What follows belongs to an exercise in optimizing a design on an open flow for small area, a short achievable clock period and few clock cycles per item; a production flow would make more cautious choices. The RTL was checked by simulation tests, not by an equivalence proof against the original design. No activity file was given, so power comes from the tool's default toggle rates.

Design cpuTop, start of the top module:
module cpuTop
(
    input  logic       clock,
    input  logic       arstN,
    input  logic       progWrite,
    input  logic [7:0] progAddr,
    input  logic [7:0] progData,
    input  logic       run,
    output logic [31:0] regs,          
    output logic [7:0] pc,
    output logic            instrDone
);
For scale: about 4,000 cells after synthesis, about 61 I/O pins.
clock: 9.0 ns
lec_check: 0
cap_margin: 20
core_margin: 2
core_utilization: 40
cts_cluster_diameter: 100
cts_cluster_size: 25
slew_margin: 20
standard.sh (not shown) runs the stock make flow with config.mk's settings and CLKGATE_MAP_FILE= SYNTH_SCRIPT=/design/flow/synth_recipe.tcl, a recipe that flattens the netlist after the stock synthesis.
==> flow/flow/run.sh <==
#!/bin/bash
# Own layout flow: the standard ORFS flow (standard.sh) with a tighter
# timing-repair target (setup margin) and plain buffers on the ports. Same
# SDC and clock period.
set -euo pipefail
bash standard.sh SETUP_SLACK_MARGIN=6.0 'BUFFER_PORTS_ARGS=-buffer_cell sky130_fd_sc_hd__buf_4' finish > run_make.log 2>&1
The starting point produced a clean layout.
Testbench counts at the start, summed over its fixed seeds: cycles 10,023, instrs 9,600.
Next try:
==> flow/flow/run.sh (replaced) <==
#!/bin/bash
# Own layout flow: the standard ORFS flow (standard.sh) with a tighter
# timing-repair target (setup margin) and plain buffers on the ports. Same
# SDC and clock period.
set -euo pipefail
bash standard.sh SETUP_SLACK_MARGIN=6.4 'BUFFER_PORTS_ARGS=-buffer_cell sky130_fd_sc_hd__buf_4' finish > run_make.log 2>&1
Effect:
- The new run completed with no timing, DRC or antenna violations
- wire length rose by 0.45%
- global-route usage climbs by 0.29 points
- count of clock-buffer cells in the layout fell by 1
- clock power came out higher by about 0.8%
- cell count stays flat
- final area came out higher by 1.8%
- maximum frequency rises by 0.56%
- non-clock buffer count increases by 4
- synthesized area stays the same
Next try:
==> flow/flow/run.sh (replaced) <==
#!/bin/bash
# Own layout flow: the standard ORFS flow (standard.sh) with a tighter
# timing-repair target (setup margin) and plain buffers on the ports. Same
# SDC and clock period.
set -euo pipefail
bash standard.sh SETUP_SLACK_MARGIN=5.6 'BUFFER_PORTS_ARGS=-buffer_cell sky130_fd_sc_hd__buf_4' finish > run_make.log 2>&1
What happened:
- non-clock buffer count went down by 113
- combinational power decreases by about 10%
- setup slack degrades by 0.094 ns
- routed wire length drops by 4.0%
- design area is lower by 4.3%
- global-route usage fell by 0.94 points


The RTL this note starts from:
==> flow/design.v <==
`default_nettype none
package cpuArchPkg;
    typedef logic [7:0] dataWord;      
    typedef logic [7:0] progAddress;   
    typedef logic [1:0] regIndex;      
    typedef enum logic [3:0] {
        opAnd = 4'b0000,
        opOr  = 4'b0001,
        opNot = 4'b0010,
        opAdd = 4'b0011,
        opSub = 4'b0100,
        opLsr = 4'b0101,
        opLsl = 4'b0110,
        opInc = 4'b0111,
        opDec = 4'b1000,
        opBra = 4'b1001,
        opMov = 4'b1011,
        opLd  = 4'b1100
    } opcode;
    typedef struct packed {
        opcode      code;        
        logic [3:0] dst;         
        logic [3:0] srcFirst;    
        logic [3:0] srcSecond;   
    } instruction;
    typedef struct packed {
        dataWord r1;
        dataWord r2;
        dataWord r3;
        dataWord r4;
    } registerView;
endpackage
`default_nettype wire
`default_nettype none
package cpuControlPkg;
    typedef enum logic [3:0] {
        aluPassA   = 4'b0000,
        aluPassImm = 4'b0001,
        aluNot     = 4'b0010,
        aluAdd     = 4'b0100,
        aluSub     = 4'b0101,
        aluAnd     = 4'b0111,
        aluOr      = 4'b1000,
        aluLsl     = 4'b1011,
        aluLsr     = 4'b1100
    } aluOp;
    typedef enum logic [1:0] {
        rfHold      = 2'b00,
        rfLoad      = 2'b01,
        rfDecrement = 2'b10,
        rfIncrement = 2'b11
    } regFunc;
    typedef enum logic [1:0] {
        stIdle,
        stFetchLow,
        stFetchHigh,
        stExecute
    } seqState;
    typedef struct packed {
        regFunc  regFn;
        logic [1:0] target;    
        logic [1:0] srcA;
        logic [1:0] srcB;
        aluOp    op;
        logic [7:0] immediate;   
        logic    pcLoad;
    } controlWord;
endpackage
`default_nettype wire
`timescale 1ns/1ps
`default_nettype none
module programMemory
(
    input  logic       clock,
    input  logic       progWrite,
    input  logic [7:0] progAddr,
    input  logic [7:0] progData,
    input  logic [6:0] rowE,
    input  logic [6:0] rowO,
    output logic [7:0] byteE,
    output logic [7:0] byteO
);
    logic [7:0] memE [128];
    logic [7:0] memO [128];
    always_ff @(posedge clock) begin
        if (progWrite && !progAddr[0]) memE[progAddr[7:1]] <= progData;
        if (progWrite &&  progAddr[0]) memO[progAddr[7:1]] <= progData;
    end
    assign byteE = memE[rowE];
    assign byteO = memO[rowO];
endmodule
`default_nettype wire
`timescale 1ns/1ps
`default_nettype none
module cpuTop
(
    input  logic       clock,
    input  logic       arstN,
    input  logic       progWrite,
    input  logic [7:0] progAddr,
    input  logic [7:0] progData,
    input  logic       run,
    output logic [31:0] regs,          
    output logic [7:0] pc,
    output logic            instrDone
);
    logic [7:0] fetchPc;    
    logic       running;
    logic [7:0] byteE, byteO;
    logic [6:0] rowE, rowO;
    assign rowO = fetchPc[7:1];
    assign rowE = fetchPc[7:1] + 7'(fetchPc[0]);   
    programMemory i_programMemory (
        .clock     (clock),
        .progWrite (progWrite),
        .progAddr  (progAddr),
        .progData  (progData),
        .rowE      (rowE),
        .rowO      (rowO),
        .byteE     (byteE),
        .byteO     (byteO)
    );
    logic [7:0] fetchLo, fetchHi, nextPc;
    assign fetchLo = fetchPc[0] ? byteO : byteE;
    assign fetchHi = fetchPc[0] ? byteE : byteO;
    assign nextPc  = (fetchHi[7:4] == 4'h9) ? fetchLo : fetchPc + 8'd2;
    always_ff @(posedge clock or negedge arstN) begin
        if (!arstN) begin
            fetchPc <= '0;
            running <= 1'b0;
        end else begin
            running <= run;   
            if (run) fetchPc <= nextPc;
        end
    end
    logic [7:0] irE, irO;
    logic       irSwap;
    logic [7:0] pcQ;
    always_ff @(posedge clock) begin
        irE    <= byteE;
        irO    <= byteO;
        irSwap <= fetchPc[0];
    end
    always_ff @(posedge clock or negedge arstN) begin
        if (!arstN) pcQ <= '0;
        else        pcQ <= fetchPc;   
    end
    assign pc        = pcQ;
    assign instrDone = running;
    logic [7:0] lo, hi;
    assign lo = irSwap ? irO : irE;
    assign hi = irSwap ? irE : irO;
    logic [3:0] op;
    logic [1:0] d, a, b;
    assign op = hi[7:4];
    assign d  = hi[1:0];
    assign a  = lo[5:4];
    assign b  = lo[1:0];
    logic [7:0] r [4];
    logic [7:0] opA, opB, addB, sum, result;
    logic       cin;
    assign opA = r[a];
    assign opB = r[b];
    always_comb begin
        case (op)
            4'h4:    begin addB = ~opB;   cin = 1'b1; end   
            4'h7:    begin addB = 8'h01;  cin = 1'b0; end   
            4'h8:    begin addB = 8'hFF;  cin = 1'b0; end   
            default: begin addB = opB;    cin = 1'b0; end   
        endcase
    end
    assign sum = opA + addB + 8'(cin);
    always_comb begin
        case (op)
            4'h0:    result = opA & opB;
            4'h1:    result = opA | opB;
            4'h2:    result = ~opA;
            4'h5:    result = {1'b0, opA[7:1]};
            4'h6:    result = {opA[6:0], 1'b0};
            4'hC:    result = lo;
            4'hB:    result = opA;
            default: result = sum;   
        endcase
    end
    logic       wr;
    logic [1:0] dst;
    assign wr  = running && (op <= 4'h8 || op == 4'hB || op == 4'hC);
    assign dst = (op == 4'h7 || op == 4'h8) ? a : d;
    for (genvar i = 0; i < 4; i++) begin : gReg
        always_ff @(posedge clock or negedge arstN) begin
            if (!arstN)                          r[i] <= '0;
            else if (wr && dst == 2'(i))         r[i] <= result;
        end
    end
    assign regs = {r[0], r[1], r[2], r[3]};
endmodule
`default_nettype wire
==> flow/config.mk <==
export PLATFORM = sky130hd
export DESIGN_NAME = cpuTop
export DESIGN_NICKNAME = cpuTop
export VERILOG_FILES = /design/flow/design.v
export SDC_FILE = /design/flow/constraint.sdc
export NUM_CORES = 4
export LEC_CHECK = 0
export CAP_MARGIN = 20
export CORE_MARGIN = 2
export CORE_UTILIZATION = 40
export SETUP_SLACK_MARGIN = 5
export SLEW_MARGIN = 20
==> flow/constraint.sdc <==
create_clock -name core_clock -period 9.0 [get_ports {clock}]
set_input_delay 1.8000 -clock core_clock [delete_from_list [all_inputs] [get_ports {clock}]]
set_output_delay 1.8000 -clock core_clock [all_outputs]
set_load 0.01 [all_outputs]
run.sh (not shown) runs the stock make flow with config.mk's settings and CLKGATE_MAP_FILE= SYNTH_SCRIPT=/design/flow/synth_recipe.tcl, a recipe that flattens the netlist after the stock synthesis.
Stock flow here: none of the scripts above is used.
The first run finished clean.
Testbench counts at the start, summed over its fixed seeds: cycles 9,632, instrs 9,600.
Change:
SETUP_SLACK_MARGIN = unset   (was 5)
The changed run finished with timing, DRC and antenna clean.
Total power fell by 7.6%.
Core utilization went down by 1.3 points.
Routed wire length goes down by 7.1%.
Change:
ABC_CLOCK_PERIOD_IN_PS = 3000   (was unset)
CORE_UTILIZATION = 60   (was 40)
SETUP_SLACK_MARGIN = 5   (was unset)
Result:
- die area goes down by 33%
- sequential power stays flat
- routed wire length goes up by 7.9%
- core utilization increases by 25 points
- design area goes up by 3.0%
- worst setup slack gains 1.4 ns
- cell count went down by 11%
- non-clock buffer count is higher by 161
- maximum frequency increases by 34%
- synthesized area is unchanged


== red ==
Another version of the RTL of cpuTop (not shown whole).
For scale: ~3900 cells after synthesis, roughly 2100 flip-flops, roughly 61 I/O pins, roughly 84000 sq um of cells after synthesis.
export LEC_CHECK = 0
export CAP_MARGIN = 20
export CORE_MARGIN = 2
export CORE_UTILIZATION = 40
export CTS_BUF_LIST = sky130_fd_sc_hd__clkbuf_4 sky130_fd_sc_hd__clkbuf_8
export SETUP_SLACK_MARGIN = 5
export SLEW_MARGIN = 20
create_clock -name core_clock -period 9.0 [get_ports {clock}]
Testbench counts of red, summed over its fixed seeds: cycles 9,632, instrs 9,600.
The inputs of blue differ from those of red as listed below.
diff --git a/flow/config.mk b/flow/config.mk
--- a/flow/config.mk
+++ b/flow/config.mk
@@ -10,2 +10 @@
-export CORE_UTILIZATION = 40
-export CTS_BUF_LIST = sky130_fd_sc_hd__clkbuf_4 sky130_fd_sc_hd__clkbuf_8
+export CORE_UTILIZATION = 60
--- outcome ---
- Highest ir drop seen on vdd in blue is about 17% lower than in red
- In the flow results for red and blue, the post-route minimum period is larger on blue.
- Looking at portion of total power attributed to combinational logic across red and blue, the one that comes out higher is blue.
- Between red and blue, the flow reports net load switching power increasing slightly.
- Between red and blue, the clock power is higher for blue.
Input-level comparison between green and blue:
diff --git a/flow/config.mk b/flow/config.mk
--- a/flow/config.mk
+++ b/flow/config.mk
@@ -10 +10,3 @@
-export CORE_UTILIZATION = 60
+export CORE_UTILIZATION = 40
+export CTS_BUF_LIST = sky130_fd_sc_hd__clkbuf_8
+export CTS_CLUSTER_SIZE = 30
Notes after the runs:
The largest buffer count on any clock path reported for green is greater than that of blue by 1. The met1 layer wirelength in the final routing of green is higher than that of blue. Compared blue against green; area occupied by registers within noise. Summary — final period demand of the worst path, green relative to blue: lower, by 0.092 ns. Relative to blue, buffer count from post-CTS setup fixing decreased by 35% in green. Looking at worst hold slack after final layout across blue and green, the one that comes out higher is blue. Against blue, green comes in about 50% higher on area enclosed by the die boundary. Re total power of the final layout: blue and green aren't equal, and the higher value belongs to blue. Diff blue -> green: sequential portion of the cell area shows a reduction of 0.53 points; normalized max-slew margin shows an increase of 5.3 points; post-route worst setup slack shows an increase of 0.092 ns.
Setup changes, green to orange
diff --git a/flow/config.mk b/flow/config.mk
--- a/flow/config.mk
+++ b/flow/config.mk
@@ -11,2 +10,0 @@
-export CTS_BUF_LIST = sky130_fd_sc_hd__clkbuf_8
-export CTS_CLUSTER_SIZE = 30
--- outcome ---
Result for orange and green: all clean
Looking at global-route wire length before repair, orange sits 4.0 mm below green.
Of the two values seen for endpoint of the most critical setup path, fetchPc[7] was produced by orange and fetchPc[5] by green.
Per the comparison of orange with green, final critical-path share of the clock period shows no meaningful change, number of sequential storage elements shows no meaningful change, design area shows an increase of about 0.3%, number of buffers added by the clock tree synthesis step shows a reduction of 42%.
The inputs of purple differ from those of orange as listed below.
diff --git a/flow/config.mk b/flow/config.mk
--- a/flow/config.mk
+++ b/flow/config.mk
@@ -10,0 +11,2 @@
+export CTS_CLUSTER_DIAMETER = 100
+export CTS_CLUSTER_SIZE = 25
--- outcome ---
- purple: flow completed, timing, DRC and antenna clean
- Diff orange -> purple | cell-internal power | down by more than 10%
- Detailed-routing wirelength on met1 of purple is on par with orange.
- Taking purple over orange, the power ratio works out to 0.896.


Another version of the RTL of cpuTop (not shown whole).
Size in the first run: about 4800 cells after synthesis, ~2200 flip-flops, ~0.082 sq mm of cells after synthesis.
==> flow/config.mk <==
export PLATFORM = sky130hd
export DESIGN_NAME = cpuTop
export DESIGN_NICKNAME = cpuTop
export VERILOG_FILES = /design/flow/design.v
export SDC_FILE = /design/flow/constraint.sdc
export NUM_CORES = 4
export LEC_CHECK = 0
export CAP_MARGIN = 20
export CORE_MARGIN = 2
export CORE_UTILIZATION = 55
export CTS_CLUSTER_DIAMETER = 100
export CTS_CLUSTER_SIZE = 25
export SLEW_MARGIN = 20
==> flow/constraint.sdc <==
create_clock -name core_clock -period 9.0 [get_ports {clock}]
set_input_delay 1.8000 -clock core_clock [delete_from_list [all_inputs] [get_ports {clock}]]
set_output_delay 1.8000 -clock core_clock [all_outputs]
set_load 0.01 [all_outputs]
standard.sh (not shown) runs the stock make flow with config.mk's settings and CLKGATE_MAP_FILE= SYNTH_SCRIPT=/design/flow/synth_recipe.tcl, a recipe that flattens the netlist after the stock synthesis.
==> flow/flow/run.sh <==
#!/bin/bash
# Own layout flow: the standard ORFS flow (standard.sh) with a tighter
# timing-repair target (setup margin) and plain buffers on the ports. Same
# SDC and clock period.
set -euo pipefail
bash standard.sh SETUP_SLACK_MARGIN=5.6 'BUFFER_PORTS_ARGS=-buffer_cell sky130_fd_sc_hd__buf_4' finish > run_make.log 2>&1
The first run completed with no timing, DRC or antenna violations.
Testbench counts at the start, summed over its fixed seeds: cycles 10,023, instrs 9,600.
Next try:
- ABC_CLOCK_PERIOD_IN_PS: default -> 3400
- CORE_UTILIZATION: 55 -> 40
What happened: Die area goes up by 37%; synthesized area stays the same; global-route usage fell by 7.9 points; hold slack barely changes; clock power went up by about 4%.
Next try:
--- a/flow/flow/run.sh
+++ b/flow/flow/run.sh
@@ -6 +6 @@
-bash standard.sh SETUP_SLACK_MARGIN=5.6 'BUFFER_PORTS_ARGS=-buffer_cell sky130_fd_sc_hd__buf_4' finish > run_make.log 2>&1
+bash standard.sh SETUP_SLACK_MARGIN=6.0 'BUFFER_PORTS_ARGS=-buffer_cell sky130_fd_sc_hd__buf_4' finish > run_make.log 2>&1
- ABC_CLOCK_PERIOD_IN_PS: 3400 -> default
Wire length grows by 5.9%.
Sequential power is about the same.
Global-route usage grows by 1.4 points.
Synthesized area does not change.
Clock skew grows by 0.017 ns.
First-iteration DRC count shrinks by about 2.5%.
Worst hold slack degrades by 0.0038 ns.
Total power grows by 2.9%.
Final cell count grows by 1.4%.
Maximum frequency grows by 1.9%.
Die area is unchanged.
Next try:
--- a/flow/flow/run.sh
+++ b/flow/flow/run.sh
@@ -6 +6 @@
-bash standard.sh SETUP_SLACK_MARGIN=6.0 'BUFFER_PORTS_ARGS=-buffer_cell sky130_fd_sc_hd__buf_4' finish > run_make.log 2>&1
+bash standard.sh SETUP_SLACK_MARGIN=5.8 'BUFFER_PORTS_ARGS=-buffer_cell sky130_fd_sc_hd__buf_4' finish > run_make.log 2>&1
- The changed run finished clean
- area after synthesis does not change
- worst hold slack is about the same
- via count is lower by 1.3%


Starting RTL as in the previous note.
==> flow/config.mk <==
export PLATFORM = sky130hd
export DESIGN_NAME = cpuTop
export DESIGN_NICKNAME = cpuTop
export VERILOG_FILES = /design/flow/design.v
export SDC_FILE = /design/flow/constraint.sdc
export NUM_CORES = 4
export LEC_CHECK = 0
export CAP_MARGIN = 20
export CORE_MARGIN = 2
export CORE_UTILIZATION = 50
export CTS_CLUSTER_DIAMETER = 100
export CTS_CLUSTER_SIZE = 25
export SLEW_MARGIN = 20
==> flow/constraint.sdc <==
create_clock -name core_clock -period 9.0 [get_ports {clock}]
set_input_delay 1.8000 -clock core_clock [delete_from_list [all_inputs] [get_ports {clock}]]
set_output_delay 1.8000 -clock core_clock [all_outputs]
set_load 0.01 [all_outputs]
==> flow/flow/run.sh <==
#!/bin/bash
# Own layout flow: the standard ORFS flow (standard.sh) with a tighter
# timing-repair target (setup margin) and plain buffers on the ports. Same
# SDC and clock period.
set -euo pipefail
bash standard.sh SETUP_SLACK_MARGIN=5.8 'BUFFER_PORTS_ARGS=-buffer_cell sky130_fd_sc_hd__buf_4' finish > run_make.log 2>&1
The baseline completed with no timing, DRC or antenna violations.
Testbench counts at the start, summed over its fixed seeds: cycles 10,023, instrs 9,600.
==> next run, changes <==
--- a/flow/flow/run.sh
+++ b/flow/flow/run.sh
@@ -6 +6 @@
-bash standard.sh SETUP_SLACK_MARGIN=5.8 'BUFFER_PORTS_ARGS=-buffer_cell sky130_fd_sc_hd__buf_4' finish > run_make.log 2>&1
+bash standard.sh SETUP_SLACK_MARGIN=5.6 'BUFFER_PORTS_ARGS=-buffer_cell sky130_fd_sc_hd__buf_4' finish > run_make.log 2>&1
CORE_UTILIZATION = 40   (was 50)
Cell area hardly moves.
Worst hold slack is better by 0.0043 ns.
Worst setup slack gets worse by 0.014 ns.
Wire length grows slightly.
Register-to-register slack hardly moves.
Via count is about the same.
Utilization shrinks by 11 points.
Non-clock buffer count falls by 70.
Sequential cell count does not change.
Die area went up by a quarter to a third.
==> next run, changes <==
--- a/flow/flow/run.sh
+++ b/flow/flow/run.sh
@@ -6 +6 @@
-bash standard.sh SETUP_SLACK_MARGIN=5.6 'BUFFER_PORTS_ARGS=-buffer_cell sky130_fd_sc_hd__buf_4' finish > run_make.log 2>&1
+bash standard.sh SETUP_SLACK_MARGIN=5.4 'BUFFER_PORTS_ARGS=-buffer_cell sky130_fd_sc_hd__buf_4' finish > run_make.log 2>&1
After rerunning: Core utilization is lower by 0.19 points. Final cell count barely changes. Non-clock buffer count is lower by 11. Cell area is lower by 0.43%. Via count is lower by 0.38%.

port drivers added, routing unchanged:
The results above use ideal ports. As a check the final layouts listed here were re-extracted and re-timed, cells and wires unchanged.
Step 1 assumes that a clkbuf_16 drives the clock port and a buf_2 every other input.
Step 2 times the ports against the registers' clock, not the clock port: input delays grow and output delays shrink by t, the midpoint of the rising clock arrivals with the driver on.
a / b / c = ideal ports / drivers / drivers and shift; a / b = the first two.
run | t (ns) | setup slack, ns | worst setup path at the end
the first run of note 1 | 0.843 | 5.624 / 5.624 / 5.624 | register to register
the second run of note 1 | 0.845 | 5.643 / 5.643 / 5.643 | register to register
the third run of note 1 | 0.855 | 5.550 / 5.550 / 5.377 | input to register
the first run of note 2 | 0.928 | 4.850 / 4.817 / 3.889 | input to register
the second run of note 2 | 0.939 | 3.386 / 3.386 / 3.386 | register to register
the third run of note 2 | 0.883 | 4.805 / 4.819 / 3.936 | input to register
red | 1.111 | 4.995 / 4.995 / 4.995 | register to register
blue | 0.903 | 4.907 / 4.907 / 4.907 | register to register
green | 1.118 | 4.999 / 4.999 / 4.999 | register to register
orange | 0.928 | 5.007 / 5.007 / 5.007 | register to register
purple | 0.847 | 4.970 / 4.970 / 4.970 | register to register
the first run of note 4 | 0.831 | 5.546 / 5.546 / 5.487 | input to register
the second run of note 4 | 0.852 | 5.585 / 5.584 / 5.383 | input to register
the third run of note 4 | 0.865 | 5.650 / 5.650 / 5.593 | input to register
the fourth run of note 4 | 0.873 | 5.668 / 5.649 / 5.254 | input to register
the first run of note 5 | 0.830 | 5.599 / 5.599 / 5.471 | input to register
the second run of note 5 | 0.852 | 5.585 / 5.584 / 5.383 | input to register
the third run of note 5 | 0.849 | 5.371 / 5.371 / 5.371 | register to register
After both steps setup and hold are still met in every run listed. The setup slack of the first run of note 2, which loses most, moves by -0.033 ns with the drivers and by -0.961 ns with both steps.
